Context: an optimization exercise on an open-source flow, tuned for small area, a short achievable clock period and few clock cycles. The choices shown serve that exercise and are no tape-out recipe. The RTL was checked by simulation tests, not by an equivalence proof against the original design. Power figures rest on the tool's default switching activity, not on a simulated workload.

==> flow/design.v <==
`default_nettype none
package exec_pkg;
  localparam int NUM_REGS = 16;
  localparam int APB_AW = 8;
  localparam int WORD_W = 64;
  typedef logic [WORD_W-1:0] word_t;
  typedef logic [3:0] reg_idx_t;
  typedef struct packed {
    logic c;
    logic v;
    logic n;
    logic z;
  } flags_t;
  typedef enum logic [3:0] {
    OP_ADD  = 4'd0,
    OP_SUB  = 4'd1,
    OP_AND  = 4'd2,
    OP_XOR  = 4'd3,
    OP_OR   = 4'd4,
    OP_SHL  = 4'd5,
    OP_SHR  = 4'd6,
    OP_SAR  = 4'd7,
    OP_SXT  = 4'd8,
    OP_MOVI = 4'd9,
    OP_ADDI = 4'd10
  } opcode_e;
  typedef enum logic [3:0] {
    COND_EQ, COND_NE, COND_CS, COND_CC,
    COND_MI, COND_PL, COND_VS, COND_VC,
    COND_HI, COND_LS, COND_GE, COND_LT,
    COND_GT, COND_LE, COND_AL, COND_NV
  } cond_e;
  localparam int CMD_FIELD_W = 4;
  localparam int CMD_OP_LSB = 0;
  localparam int CMD_COND_LSB = 4;
  localparam int CMD_RD_LSB = 8;
  localparam int CMD_RA_LSB = 12;
  localparam int CMD_RB_LSB = 16;
  typedef enum logic [APB_AW-1:0] {
    ADDR_CMD     = 8'h00,
    ADDR_IMM_LO  = 8'h04,
    ADDR_IMM_HI  = 8'h08,
    ADDR_REG_SEL = 8'h0C,
    ADDR_DATA_LO = 8'h10,
    ADDR_DATA_HI = 8'h14,
    ADDR_FLAGS   = 8'h18
  } apb_addr_e;
endpackage
`default_nettype wire
`timescale 1ns/1ps
`default_nettype none
module reg_file #(
  parameter int ENTRY_W = exec_pkg::WORD_W,
  parameter int NUM_REGS = exec_pkg::NUM_REGS
) (
  input wire clk,
  input wire [NUM_REGS-1:0] we,
  input wire [ENTRY_W-1:0] wdata,
  output logic [NUM_REGS-1:0][ENTRY_W-1:0] q
);
  for (genvar i = 0; i < NUM_REGS; i++) begin : g_ent
    always_ff @(posedge clk) begin
      if (we[i]) q[i] <= wdata;
    end
  end
endmodule
module reg_read #(
  parameter int ENTRY_W = exec_pkg::WORD_W,
  parameter int NUM_REGS = exec_pkg::NUM_REGS
) (
  input wire [NUM_REGS-1:0][ENTRY_W-1:0] q,
  input wire [NUM_REGS-1:0] sel,
  output logic [ENTRY_W-1:0] rdata
);
  always_comb begin
    rdata = '0;
    for (int i = 0; i < NUM_REGS; i++) begin
      rdata = rdata | ({ENTRY_W{sel[i]}} & q[i]);
    end
  end
endmodule
`default_nettype wire
`timescale 1ns/1ps
`default_nettype none
module int_alu (
  input wire exec_pkg::word_t a,         
  input wire exec_pkg::word_t b,         
  input wire cin,
  input wire sel_add,
  input wire sel_and,
  input wire sel_xor,
  input wire sel_or,
  input wire sel_shr,
  input wire sel_shl,
  input wire sar,
  output exec_pkg::word_t result,
  output exec_pkg::flags_t flags
);
  logic [64:0] sum;
  exec_pkg::word_t sh;
  exec_pkg::word_t other;
  exec_pkg::word_t sh_rev;
  logic [63:0] zt;
  logic z_add;
  assign sum = {1'b0, a} + {1'b0, b} + {64'd0, cin};
  assign sh = 64'($signed({sar & a[63], a}) >>> b[5:0]);
  for (genvar i = 0; i < 64; i++) begin : g_rev
    assign sh_rev[i] = sh[63-i];
  end
  always_comb begin
    other = '0;
    if (sel_and) other = other | (a & b);
    if (sel_xor) other = other | (a ^ b);
    if (sel_or) other = other | (a | b);
    if (sel_shr) other = other | sh;
    if (sel_shl) other = other | sh_rev;
  end
  assign result = sel_add ? sum[63:0] : other;
  assign zt[0] = (a[0] ^ b[0]) == cin;
  for (genvar i = 1; i < 64; i++) begin : g_z
    assign zt[i] = (a[i] ^ b[i]) == (a[i-1] | b[i-1]);
  end
  assign z_add = &zt;
  assign flags.c = sel_add & sum[64];
  assign flags.v = sel_add & (a[63] == b[63]) & (sum[63] != a[63]);
  assign flags.n = result[63];
  assign flags.z = sel_add ? z_add : (other == '0);
endmodule
`default_nettype wire
`timescale 1ns/1ps
`default_nettype none
module exec_ctrl (
  input wire exec_pkg::cond_e cond,
  input wire exec_pkg::flags_t f,
  output logic ok
);
  logic signs_ne;
  assign signs_ne = f.n ^ f.v;
  always_comb begin
    case (cond)
      exec_pkg::COND_EQ: ok = f.z;
      exec_pkg::COND_NE: ok = !f.z;
      exec_pkg::COND_CS: ok = f.c;
      exec_pkg::COND_CC: ok = !f.c;
      exec_pkg::COND_MI: ok = f.n;
      exec_pkg::COND_PL: ok = !f.n;
      exec_pkg::COND_VS: ok = f.v;
      exec_pkg::COND_VC: ok = !f.v;
      exec_pkg::COND_HI: ok = f.c && !f.z;
      exec_pkg::COND_LS: ok = !f.c || f.z;
      exec_pkg::COND_GE: ok = !signs_ne;
      exec_pkg::COND_LT: ok = signs_ne;
      exec_pkg::COND_GT: ok = !signs_ne && !f.z;
      exec_pkg::COND_LE: ok = signs_ne || f.z;
      exec_pkg::COND_AL: ok = 1'b1;
      default: ok = 1'b0;
    endcase
  end
endmodule
`default_nettype wire
`timescale 1ns/1ps
`default_nettype none
module exec_unit_top #(
  parameter int NUM_REGS = exec_pkg::NUM_REGS
) (
  input wire clk,
  input wire rst,
  input wire psel,
  input wire penable,
  input wire pwrite,
  input wire [exec_pkg::APB_AW-1:0] paddr,
  input wire [31:0] pwdata,
  output logic [31:0] prdata,
  output logic pready,
  output logic pslverr
);
  logic [NUM_REGS-1:0][exec_pkg::WORD_W-1:0] regs;
  logic [NUM_REGS-1:0] valid;        
  logic [NUM_REGS-1:0][3:0] flg;
  exec_pkg::word_t imm_q;
  exec_pkg::reg_idx_t sel_q;
  logic [31:0] lo_q;
  logic [NUM_REGS-1:0] we_q;         
  logic fwe_q;                       
  logic imm_lo_q, imm_hi_q, sel_wr_q, lo_wr_q;
  exec_pkg::word_t a_q, b_q;
  logic cin_q, add_q, and_q, xor_q, or_q, shr_q, shl_q, sar_q;
  logic [31:0] prdata_q;
  logic pslverr_q;
  logic setup;
  logic is_cmd, is_imm_lo, is_imm_hi, is_sel, is_lo, is_hi, is_flags, mapped;
  exec_pkg::reg_idx_t op, rd, ra, rb;
  exec_pkg::cond_e cond;
  logic [NUM_REGS-1:0] oh_a, oh_b, oh_rd, oh_sel;
  exec_pkg::word_t va, vb;
  exec_pkg::flags_t fa;
  logic cond_ok, op_valid, commit;
  logic op_add, op_sub, op_and, op_xor, op_or, op_shl, op_shr, op_sar, op_sxt, op_movi, op_addi;
  exec_pkg::word_t a_d, b_d;
  logic [31:0] rd_mux;
  assign setup = psel && !penable;
  assign is_cmd = paddr == exec_pkg::ADDR_CMD;
  assign is_imm_lo = paddr == exec_pkg::ADDR_IMM_LO;
  assign is_imm_hi = paddr == exec_pkg::ADDR_IMM_HI;
  assign is_sel = paddr == exec_pkg::ADDR_REG_SEL;
  assign is_lo = paddr == exec_pkg::ADDR_DATA_LO;
  assign is_hi = paddr == exec_pkg::ADDR_DATA_HI;
  assign is_flags = paddr == exec_pkg::ADDR_FLAGS;
  assign mapped = is_cmd | is_imm_lo | is_imm_hi | is_sel | is_lo | is_hi | is_flags;
  assign op = pwdata[exec_pkg::CMD_OP_LSB +: exec_pkg::CMD_FIELD_W];
  assign cond = exec_pkg::cond_e'(pwdata[exec_pkg::CMD_COND_LSB +: exec_pkg::CMD_FIELD_W]);
  assign rd = pwdata[exec_pkg::CMD_RD_LSB +: exec_pkg::CMD_FIELD_W];
  assign ra = pwdata[exec_pkg::CMD_RA_LSB +: exec_pkg::CMD_FIELD_W];
  assign rb = pwdata[exec_pkg::CMD_RB_LSB +: exec_pkg::CMD_FIELD_W];
  assign op_add = op == exec_pkg::OP_ADD;
  assign op_sub = op == exec_pkg::OP_SUB;
  assign op_and = op == exec_pkg::OP_AND;
  assign op_xor = op == exec_pkg::OP_XOR;
  assign op_or = op == exec_pkg::OP_OR;
  assign op_shl = op == exec_pkg::OP_SHL;
  assign op_shr = op == exec_pkg::OP_SHR;
  assign op_sar = op == exec_pkg::OP_SAR;
  assign op_sxt = op == exec_pkg::OP_SXT;
  assign op_movi = op == exec_pkg::OP_MOVI;
  assign op_addi = op == exec_pkg::OP_ADDI;
  assign op_valid = op <= exec_pkg::OP_ADDI;
  for (genvar i = 0; i < NUM_REGS; i++) begin : g_dec
    assign oh_a[i] = valid[i] && (pwrite ? (ra == i) : (sel_q == i));
    assign oh_b[i] = valid[i] && (rb == i);
    assign oh_rd[i] = rd == i;
    assign oh_sel[i] = sel_q == i;
  end
  reg_read #(.ENTRY_W(exec_pkg::WORD_W), .NUM_REGS(NUM_REGS)) rd_a (.q(regs), .sel(oh_a), .rdata(va));
  reg_read #(.ENTRY_W(exec_pkg::WORD_W), .NUM_REGS(NUM_REGS)) rd_b (.q(regs), .sel(oh_b), .rdata(vb));
  always_comb begin
    fa = '0;
    for (int i = 0; i < NUM_REGS; i++) begin
      if (pwrite ? (ra == i) : (sel_q == i)) fa = exec_pkg::flags_t'(flg[i]);
    end
  end
  exec_ctrl cc (.cond(cond), .f(fa), .ok(cond_ok));
  assign commit = cond_ok && op_valid;
  always_comb begin
    if (!is_cmd || op_movi) begin
      a_d = '0;
    end else if (op_shl) begin
      for (int i = 0; i < exec_pkg::WORD_W; i++) a_d[i] = va[exec_pkg::WORD_W-1-i];
    end else if (op_sxt) begin
      a_d = {{32{va[31]}}, va[31:0]};
    end else begin
      a_d = va;
    end
  end
  always_comb begin
    if (!is_cmd) begin
      b_d = {pwdata, lo_q};
    end else if (op_movi || op_addi) begin
      b_d = imm_q;
    end else if (op_sub) begin
      b_d = ~vb;
    end else if (op_sxt) begin
      b_d = '0;
    end else begin
      b_d = vb;
    end
  end
  always_comb begin
    rd_mux = '0;
    if (is_imm_lo) rd_mux = imm_q[31:0];
    if (is_imm_hi) rd_mux = imm_q[63:32];
    if (is_sel) rd_mux = 32'(sel_q);
    if (is_lo) rd_mux = va[31:0];
    if (is_hi) rd_mux = va[63:32];
    if (is_flags) rd_mux = 32'(fa);
  end
  always_ff @(posedge clk) begin
    if (rst) begin
      we_q <= '0;
      fwe_q <= 1'b0;
      imm_lo_q <= 1'b0;
      imm_hi_q <= 1'b0;
      sel_wr_q <= 1'b0;
      lo_wr_q <= 1'b0;
    end else begin
      for (int i = 0; i < NUM_REGS; i++) begin
        we_q[i] <= setup && pwrite &&
                   ((is_cmd && commit && oh_rd[i]) || (is_hi && oh_sel[i]));
      end
      fwe_q <= setup && pwrite && is_cmd;
      imm_lo_q <= setup && pwrite && is_imm_lo;
      imm_hi_q <= setup && pwrite && is_imm_hi;
      sel_wr_q <= setup && pwrite && is_sel && (pwdata < 32'(NUM_REGS));
      lo_wr_q <= setup && pwrite && is_lo;
    end
  end
  always_ff @(posedge clk) begin
    a_q <= a_d;
    b_q <= b_d;
    cin_q <= is_cmd && op_sub;
    add_q <= !is_cmd || op_add || op_sub || op_addi || op_movi || op_sxt;
    and_q <= op_and;
    xor_q <= op_xor;
    or_q <= op_or;
    shr_q <= op_shr || op_sar;
    shl_q <= op_shl;
    sar_q <= op_sar;
    prdata_q <= rd_mux;
    pslverr_q <= !mapped || (pwrite && is_sel && (pwdata >= 32'(NUM_REGS)));
  end
  exec_pkg::word_t result;
  exec_pkg::flags_t res_flags;
  int_alu alu (
    .a(a_q), .b(b_q), .cin(cin_q),
    .sel_add(add_q), .sel_and(and_q), .sel_xor(xor_q), .sel_or(or_q),
    .sel_shr(shr_q), .sel_shl(shl_q), .sar(sar_q),
    .result(result), .flags(res_flags)
  );
  reg_file #(.ENTRY_W(exec_pkg::WORD_W), .NUM_REGS(NUM_REGS)) data_rf (
    .clk, .we(we_q), .wdata(result), .q(regs)
  );
  always_ff @(posedge clk) begin
    if (rst) begin
      valid <= '0;
      flg <= '0;
      imm_q <= '0;
      sel_q <= '0;
    end else begin
      valid <= valid | we_q;
      for (int i = 0; i < NUM_REGS; i++) begin
        if (we_q[i] && fwe_q) flg[i] <= res_flags;
      end
      if (imm_lo_q) imm_q[31:0] <= pwdata;
      if (imm_hi_q) imm_q[63:32] <= pwdata;
      if (sel_wr_q) sel_q <= exec_pkg::reg_idx_t'(pwdata);
    end
  end
  always_ff @(posedge clk) begin
    if (lo_wr_q) lo_q <= pwdata;
  end
  assign pready = 1'b1;
  assign pslverr = pslverr_q;
  assign prdata = prdata_q;
endmodule
`default_nettype wire
==> flow/run.sh <==
#!/bin/bash
# synth_recipe.tcl (not shown) runs the flow's synth.tcl, then flattens the netlist and writes it again
# the make line also repeats each setting of config.mk as NAME=value (left out here)
make -C /OpenROAD-flow-scripts/flow DESIGN_CONFIG=/design/flow/config.mk WORK_HOME=/design/flow/orfs CLKGATE_MAP_FILE= SYNTH_SCRIPT=/design/flow/synth_recipe.tcl finish
==> flow/config.mk <==
export PLATFORM = sky130hd
export DESIGN_NAME = exec_unit_top
export DESIGN_NICKNAME = exec_unit_top
export VERILOG_FILES = /design/flow/design.v
export SDC_FILE = /design/flow/constraint.sdc
export NUM_CORES = 4
export LEC_CHECK = 0
export CAP_MARGIN = 20
export CORE_MARGIN = 2
export CORE_UTILIZATION = 25
export PLACE_DENSITY = 0.4
export SETUP_SLACK_MARGIN = 0.5
export SLEW_MARGIN = 20
==> flow/constraint.sdc <==
create_clock -name core_clock -period 10.0 [get_ports {clk}]
set_input_delay 2.0000 -clock core_clock [delete_from_list [all_inputs] [get_ports {clk}]]
set_output_delay 2.0000 -clock core_clock [all_outputs]
set_load 0.01 [all_outputs]
==> impl_metrics.csv, run 1 <==
group,metric,value,unit
hold_path,hold_path_class,"reg2reg",
clocking,cts.sinks,1394,
cells_and_area,seq_area,38600,µm²
die,ios,79,
die,die_w,544,µm
place,portBuffers,77,
drt,topRoutingLayerUsed,"met5",
timing,fmax,153,MHz
die,rows,198,
cells_and_area,n_fill_cell,29831,
place,placed_cells,10129,
critical_path,critPathMaxFanout,36,
synth,synthFlopType,"edfxtp_1",
critical_path,cp_slowest_cell,"o21ai_0",
clocking,cts.path.max_buffers,3,
pwr,power,12600,µW
die,start_util,0.251,
synth,synth_nets,6694,
cells_and_area,final_cells,10433,
global_route,grt_usage,0.279,
timing,tightest_slew,1230,ps
die,fp.coreArea,290000,µm²
critical_path,cp_data_required_time,10640,ps
drt,vias,64776,
cells_and_area,multi_input_area,31900,µm²
drt,wl_met2,186,mm
timing,fin_crit_sh,0.655,
synth,syn_area,72800,µm²
synth,async_flop_share,0,
cells_and_area,layout-drive-gt1-share,0.118,
clocking,hold_buffers,0,
global_route,antenna_found_initial,21,
global_route,grt_overflow_total,0,
clocking,numCtsBuffers,160,
global_route,grt_pass1_vias,60569,
pwr,peakVddDrop,0.111,mV
die,chipHeight,544,µm
synth,synth_edf_count,1056,
synth,netlist_instances,6458,
clocking,ctsResizeCount,0,
critical_path,crit_path_cell_trace,"buf_4, inv_2, ha_1, o21ai_0, o211ai_1, nand4b_1, nand2_1, a2111o_1, a21oi_1, o21ai_0, a31oi_1, o21ai_0, xnor2_1, a21oi_1, buf_4",
drt,wl_met1,173,mm
timing,maxSlewHeadroom,0.178,
clocking,clk_pin_slew,60,ps
cells_and_area,final_cell_mix,"1056 x edfxtp_1, 481 x a221oi_1, 447 x nand2_1, 386 x nor2_1, 360 x a22o_1",
drt,ant_nets,0,
cells_and_area,nNetsFinal,6627,
clocking,clock_latency,850,ps
global_route,grt_max_degree,85,
drt,first_iter_violations,10291,
synth,ys_seq_area_frac,0.528,
timing,tns,0,ps
place,routabilityCongestion,1.04,
synth,avgSynthCellArea,11.3,µm²
timing,hold_viol,0,
critical_path,crit_arrival,7190,ps
drt,drcViolationCount,0,
timing,setup_viol,0,
drt,met3_wirelength,38.9,mm
clocking,cts-root-buf,"clkbuf_16",
synth,synth_cell_types,101,
drt,viasPerCell,6.21,
critical_path,start_kind,"flop",
synth,synth_seq_cells,1394,
drt,wl_per_cell,40.9,µm
pwr,p_leak,0.0283,µW
cells_and_area,layout_commonest_cell,"edfxtp_1",
timing,slew_viol_final,0,
critical_path,crit_buf_inv,3,
die,die_area,296000,µm²
pwr,powerDensity,150,nW/µm²
critical_path,critical_path.top_delay_family,"compound AO/OA/AOI/OAI gates",
drt,first_pass_iters,8,
timing,skew,49.9,ps
drt,routed_wl,427,mm
timing,period_needed,6550,ps
place,dpl.hpwl,283,mm
global_route,grt_pass1_wl,563,mm
critical_path,slowest_delay,810,ps
clocking,cts_htree_levels,4,
clocking,post-cts-setup-buffers,0,
critical_path,critical_path_class,"reg2reg",
synth,ys_warn_count,5,
cells_and_area,area_delta_synth_final,15.4,%
timing,rsz0062_at_grt,"no",
run_status,status,"timing/DRC/antenna clean",
run,drv_cap,0,
clocking,cts_tree,"built",
critical_path,worst_path_most_repeated_cell,"o21ai_0",
critical_path,worst_setup_path_end_kind,"flop",
-- worst paths after layout --
check	from	to	slack, ps	cells past startpoint
setup / recovery	b_q[3]	data_rf.q[380]	3450	15
setup reg to reg	b_q[3]	data_rf.q[380]	3450	15
hold / removal	lo_q[31]	b_q[31]	450	2
hold reg to reg	lo_q[31]	b_q[31]	450	2
-- synth_stat cells (all sizes together), types with 189 or more instances --
master	number	share of area
dfxtp	338	0.093
a22oi	343	0.035
a22o	360	0.043
nand2	448	0.023
clkbuf	407	0.021
ha	189	0.032
nor2	388	0.020
o21ai	278	0.019
edfxtp	1056	0.44
a221oi	483	0.058
a21oi	225	0.015
mux2i	235	0.032
-- kinds of logic (layout without fill, tap and decap cells) --
family / after synthesis / count (layout) / share of synthesized area
adders and majority gates: 191 / 191 / 0.0330
and+or+nand+nor: 1515 / 1515 / 0.0995
muxes: 346 / 346 / 0.0611
DFF: 1394 / 1394 / 0.528
xor gates and xnor gates: 104 / 104 / 0.0125
other: 1 / 9 / 0.0000515
buffers and inverters: 722 / 789 / 0.0396
AOI/OAI and AO/OA: 2185 / 2185 / 0.226
-- registers in the layout (all words and copies together) (netlist names), 4 cells and up --
register	flops
a_q	64
b_q	64
data_rf.q	1024
flg	64
imm_q	64
lo_q	32
prdata_q	32
sel_q	4
valid	16
we_q	16
-- through the flow --
| step | worst slack (ps) | instance area [µm²] | util | hold slack, ps |
|---|---|---|---|---|
| 2_1_floorplan | 4540 | 72800 | - | 418 |
| 3_3_place_gp | 3160 | 78700 | 0.271 | 429 |
| 3_5_place_dp | 3080 | 78800 | 0.271 | 430 |
| 4_1_cts | 3410 | 84000 | 0.289 | 450 |
| 5_1_grt | 3380 | 84000 | 0.289 | 466 |
| 6_report | 3450 | 84100 | 0.290 | 451 |
-- per-layer routing --
layer  GRT usage  up-vias
li1            -    25515
met5           0        -
met3      0.0525     1112
met2       0.426     4776
met1       0.369    33363
met4       0.157       10
-- worst register-to-register path: cells and delay by family, from the launching register on --
kind / cells / cell delay (ps)
fa+ha+maj: 1 / 460
simple gates: 2 / 630
xor+xnor: 1 / 240
buf+inv: 3 / 1020
compound gates: 8 / 3220
flops: 1 / 760
-- layout make-up --
type,instances,share of cell area
antenna,8,0.000238
clock buffer,205,0.0516
clock inverter,91,0.0106
inverter,153,0.00683
multi-input combinational,4342,0.379
sequential,1394,0.459
tap,3900,0.0581
timing repair buffer,340,0.0349
-- power by group --
part / leakage (µW) / internal [µW] / total [µW] / switching, µW
Sequential: 0.0123 / 6190 / 6200 / 15.9
Combinational: 0.0135 / 117 / 485 / 368
Clock: 0.00254 / 3330 / 5940 / 2610
Total: 0.0283 / 9640 / 12600 / 2990
Testbench counts, summed over its fixed seeds: cycles 9,600.
==> run 2: changes to the inputs <==
--- a/flow/config.mk
+++ b/flow/config.mk
@@ -8,6 +8,6 @@
 export CAP_MARGIN = 20
 export CORE_MARGIN = 2
-export CORE_UTILIZATION = 25
-export PLACE_DENSITY = 0.4
-export SETUP_SLACK_MARGIN = 0.5
+export CORE_UTILIZATION = 50
+export PLACE_DENSITY = 0.65
+export SETUP_SLACK_MARGIN = 5
 export SLEW_MARGIN = 20
==> run 2 against run 1 <==
  * Sequential cell count unchanged
  * Clock power decreased by 4.2%
  * Count of clock-buffer cells in the layout decreased by 14
  * Routed wire length decreased by 7.9%
  * Combinational power increased by 4.5%
  * Critical path depth decreased by 4
  * Largest power group unchanged
  * Area after synthesis unchanged
  * Die area decreased by 50%
  * Hold slack got worse by 6.3 ps
  * Synthesized cell count unchanged
  * Sequential power about the same
==> impl_metrics.csv, run 2 <==
group,metric,value,unit
clocking,cts-root-buf,"clkbuf_16",
die,die_w,386,µm
synth,synth_most_common_cell,"edfxtp_1",
timing,hold_viol,0,
timing,tns,0,ps
synth,synth_seq_cells,1394,
hold_path,hold_path_class,"reg2reg",
place,portBuffers,77,
timing,maxSlewHeadroom,0.158,
critical_path,critical_path_class,"in2reg",
cells_and_area,regMostFlops,"data_rf.q",
die,fp.coreArea,145000,µm²
synth,yosysTopAreaCell,"edfxtp_1",
cells_and_area,layout-drive-gt1-share,0.129,
synth,synth_top_area_share,0.435,
place,dpl.hpwl,255,mm
drt,routed_wl,393,mm
run_status,status,"timing/DRC/antenna clean",
drt,ant_nets,0,
timing,fin_crit_sh,0.517,
global_route,grt_usage,0.510,
synth,synthFlopType,"edfxtp_1",
clocking,cts.path.max_buffers,3,
timing,finalWorstSetupSlack,4830,ps
synth,ys_warn_count,5,
pwr,peakVddDrop,0.187,mV
global_route,grt_overflow_total,0,
cells_and_area,final_cells,8449,
drt,first_iter_violations,13354,
timing,rsz0062_at_grt,"no",
synth,synth_cell_types,101,
clocking,clock_latency,840,ps
synth,avgSynthCellArea,11.3,µm²
die,die_area,149000,µm²
clocking,clk_pin_slew,60,ps
global_route,grt_max_degree,80,
die,start_util,0.502,
synth,netlist_instances,6458,
synth,ys_seq_area_frac,0.528,
place,pre_cts_ws,2990,ps
drt,vias,67228,
place,placed_cells,8089,
global_route,antenna_found_initial,45,
pwr,powerDensity,151,nW/µm²
die,chipHeight,386,µm
drt,viasPerCell,7.96,
clocking,hold_buffers,0,
synth,synth_edf_count,1056,
critical_path,crit_arrival,5860,ps
synth,syn_area,72800,µm²
drt,drcViolationCount,0,
die,ios,79,
critical_path,worst_setup_path_end_kind,"flop",
clocking,numCtsBuffers,149,
drt,wl_per_cell,46.5,µm
cells_and_area,layout_commonest_cell,"edfxtp_1",
drt,first_pass_iters,9,
cells_and_area,largest_register_ffs,1024,
run,drv_cap,0,
cells_and_area,area_delta_synth_final,12.8,%
critical_path,start_kind,"input port",
pwr,p_leak,0.0284,µW
global_route,grt_pass1_vias,59983,
synth,synth_commonest_cells,"1056 x edfxtp_1, 482 x a221oi_1, 448 x nand2_1",
place,routabilityCongestion,1.08,
synth,synth_nets,6694,
timing,period_needed,5170,ps
synth,synthTopCellsByArea,"edfxtp_1 44%, dfxtp_1 9.3%, a221oi_1 5.8%, a22o_1 4.3%, a22oi_1 3.5%",
cells_and_area,nNetsFinal,6618,
cells_and_area,final_util,0.566,
timing,setup_viol,0,
timing,tightest_slew,1260,ps
timing,fmax,193,MHz
timing,holdWs,445,ps
timing,slew_viol_final,0,
critical_path,critPathMaxFanout,26,
critical_path,cp_data_required_time,10690,ps
synth,async_flop_share,0,
clocking,cts_tree,"built",
die,rows,140,
timing,skew,54.1,ps
cells_and_area,final_cell_mix,"1056 x edfxtp_1, 479 x a221oi_1, 444 x nand2_1, 380 x nor2_1, 360 x a22o_1",
clocking,cts_htree_levels,4,
global_route,grt_pass1_wl,519,mm
clocking,cts.sinks,1394,
## run 2: cell counts after synthesis
No cell type changed its count.
## run 2: through the flow
step	power (µW)	cell area [µm²]
final	12400	82100
after global routing	12600	82100
after CTS	12300	81600
after detailed placement	6770	75800
after global placement	6770	75800
after floorplan	6530	72900
## run 2: final cells by class
| type | count | area [µm²] |
|---|---|---|
| fill | 11999 | 63100 |
| sequential | 1394 | 38600 |
| multi-input combinational | 4357 | 32500 |
| clock buffer | 191 | 3990 |
| timing repair buffer | 327 | 3060 |
| tap | 1917 | 2400 |
| clock inverter | 84 | 1010 |
| inverter | 153 | 574 |
| antenna | 26 | 65.1 |
## run 2: power by group
| group | internal (µW) | switching, µW | leakage, µW |
|---|---|---|---|
| sequential | 6190 | 15.2 | 0.0123 |
| combinational | 127 | 380 | 0.0138 |
| clock | 3140 | 2550 | 0.00240 |
| total | 9460 | 2940 | 0.0284 |
## run 2: cells by family (layout without fill, tap and decap cells)
family,after synthesis,in the layout,share of synthesized area
other,1,27,0.0000515
xor gates and xnor gates,104,104,0.0125
DFF,1394,1394,0.528
muxes,346,346,0.0611
and+or+nand+nor,1515,1529,0.0995
adders and majority gates,191,191,0.0330
AOI/OAI and AO/OA,2185,2186,0.226
buffers and inverters,722,755,0.0396
## run 2: path summary, 6_finish.rpt
check	startpoint	to	slack (ps)	cells after the start
worst max-delay path	pwdata[12]	a_q[49]	4830	11
worst min-delay path	lo_q[11]	b_q[11]	440	2
worst max register to register	a_q[31]	data_rf.q[488]	4990	12
worst min register to register	lo_q[11]	b_q[11]	440	2
## run 2: timing repair
| item | CTS | global route |
|---|---|---|
| gates cloned | 13 | 6 |
| buffers inserted | 24 | 15 |
| gates resized for setup | 106 | 62 |
| pin swaps | 18 | 15 |
| setup endpoints to repair | 730 | 395 |
## run 2: per-layer routing
| metal | up-vias | track usage | wire [µm] |
|---|---|---|---|
| li1 | 25586 | - | - |
| met1 | 32621 | 0.651 | 136000 |
| met2 | 7174 | 0.696 | 154000 |
| met3 | 1819 | 0.212 | 65000 |
| met4 | 28 | 0.358 | 37100 |
| met5 | - | 0.0114 | 421 |
## run 2: worst max-delay path, stage by stage
cell	delay, ps
clkdlybuf4s18_2	430
nor4bb_1	240
mux2_2	360
and2_4	310
buf_4	410
a22o_1	320
a221oi_1	220
nand3_1	120
nor2_1	900
o22ai_1	220
o21a_1	270

==> re-timing with driven ports <==
The flow's constraints put no driver on any port. The routed layouts listed below were extracted and timed again, unchanged, in two steps.
Step 1 assumes that a clkbuf_16 drives the clock port and a buf_2 every other input.
Step 2 times the ports against the registers' clock, not the clock port: input delays grow and output delays shrink by t, the midpoint of the rising clock arrivals with the driver on.
a / b / c = ideal / step 1 / step 2; a / b = the first two.
| run | t (ns) | setup slack, ns | hold WS [ns] | latest minus earliest clock arrival (ns) |
|---|---|---|---|---|
| run 1 | 0.920 | 3.455 / 3.455 / 2.797 | 0.451 / 0.451 / 0.451 | 0.053 / 0.052 |
| run 2 | 0.899 | 4.829 / 4.885 / 3.985 | 0.445 / 0.445 / 0.445 | 0.054 / 0.055 |
After both steps setup and hold are still met in every run listed. The setup slack of run 2, which loses most, moves by +0.056 ns with the drivers and by -0.844 ns with both steps.
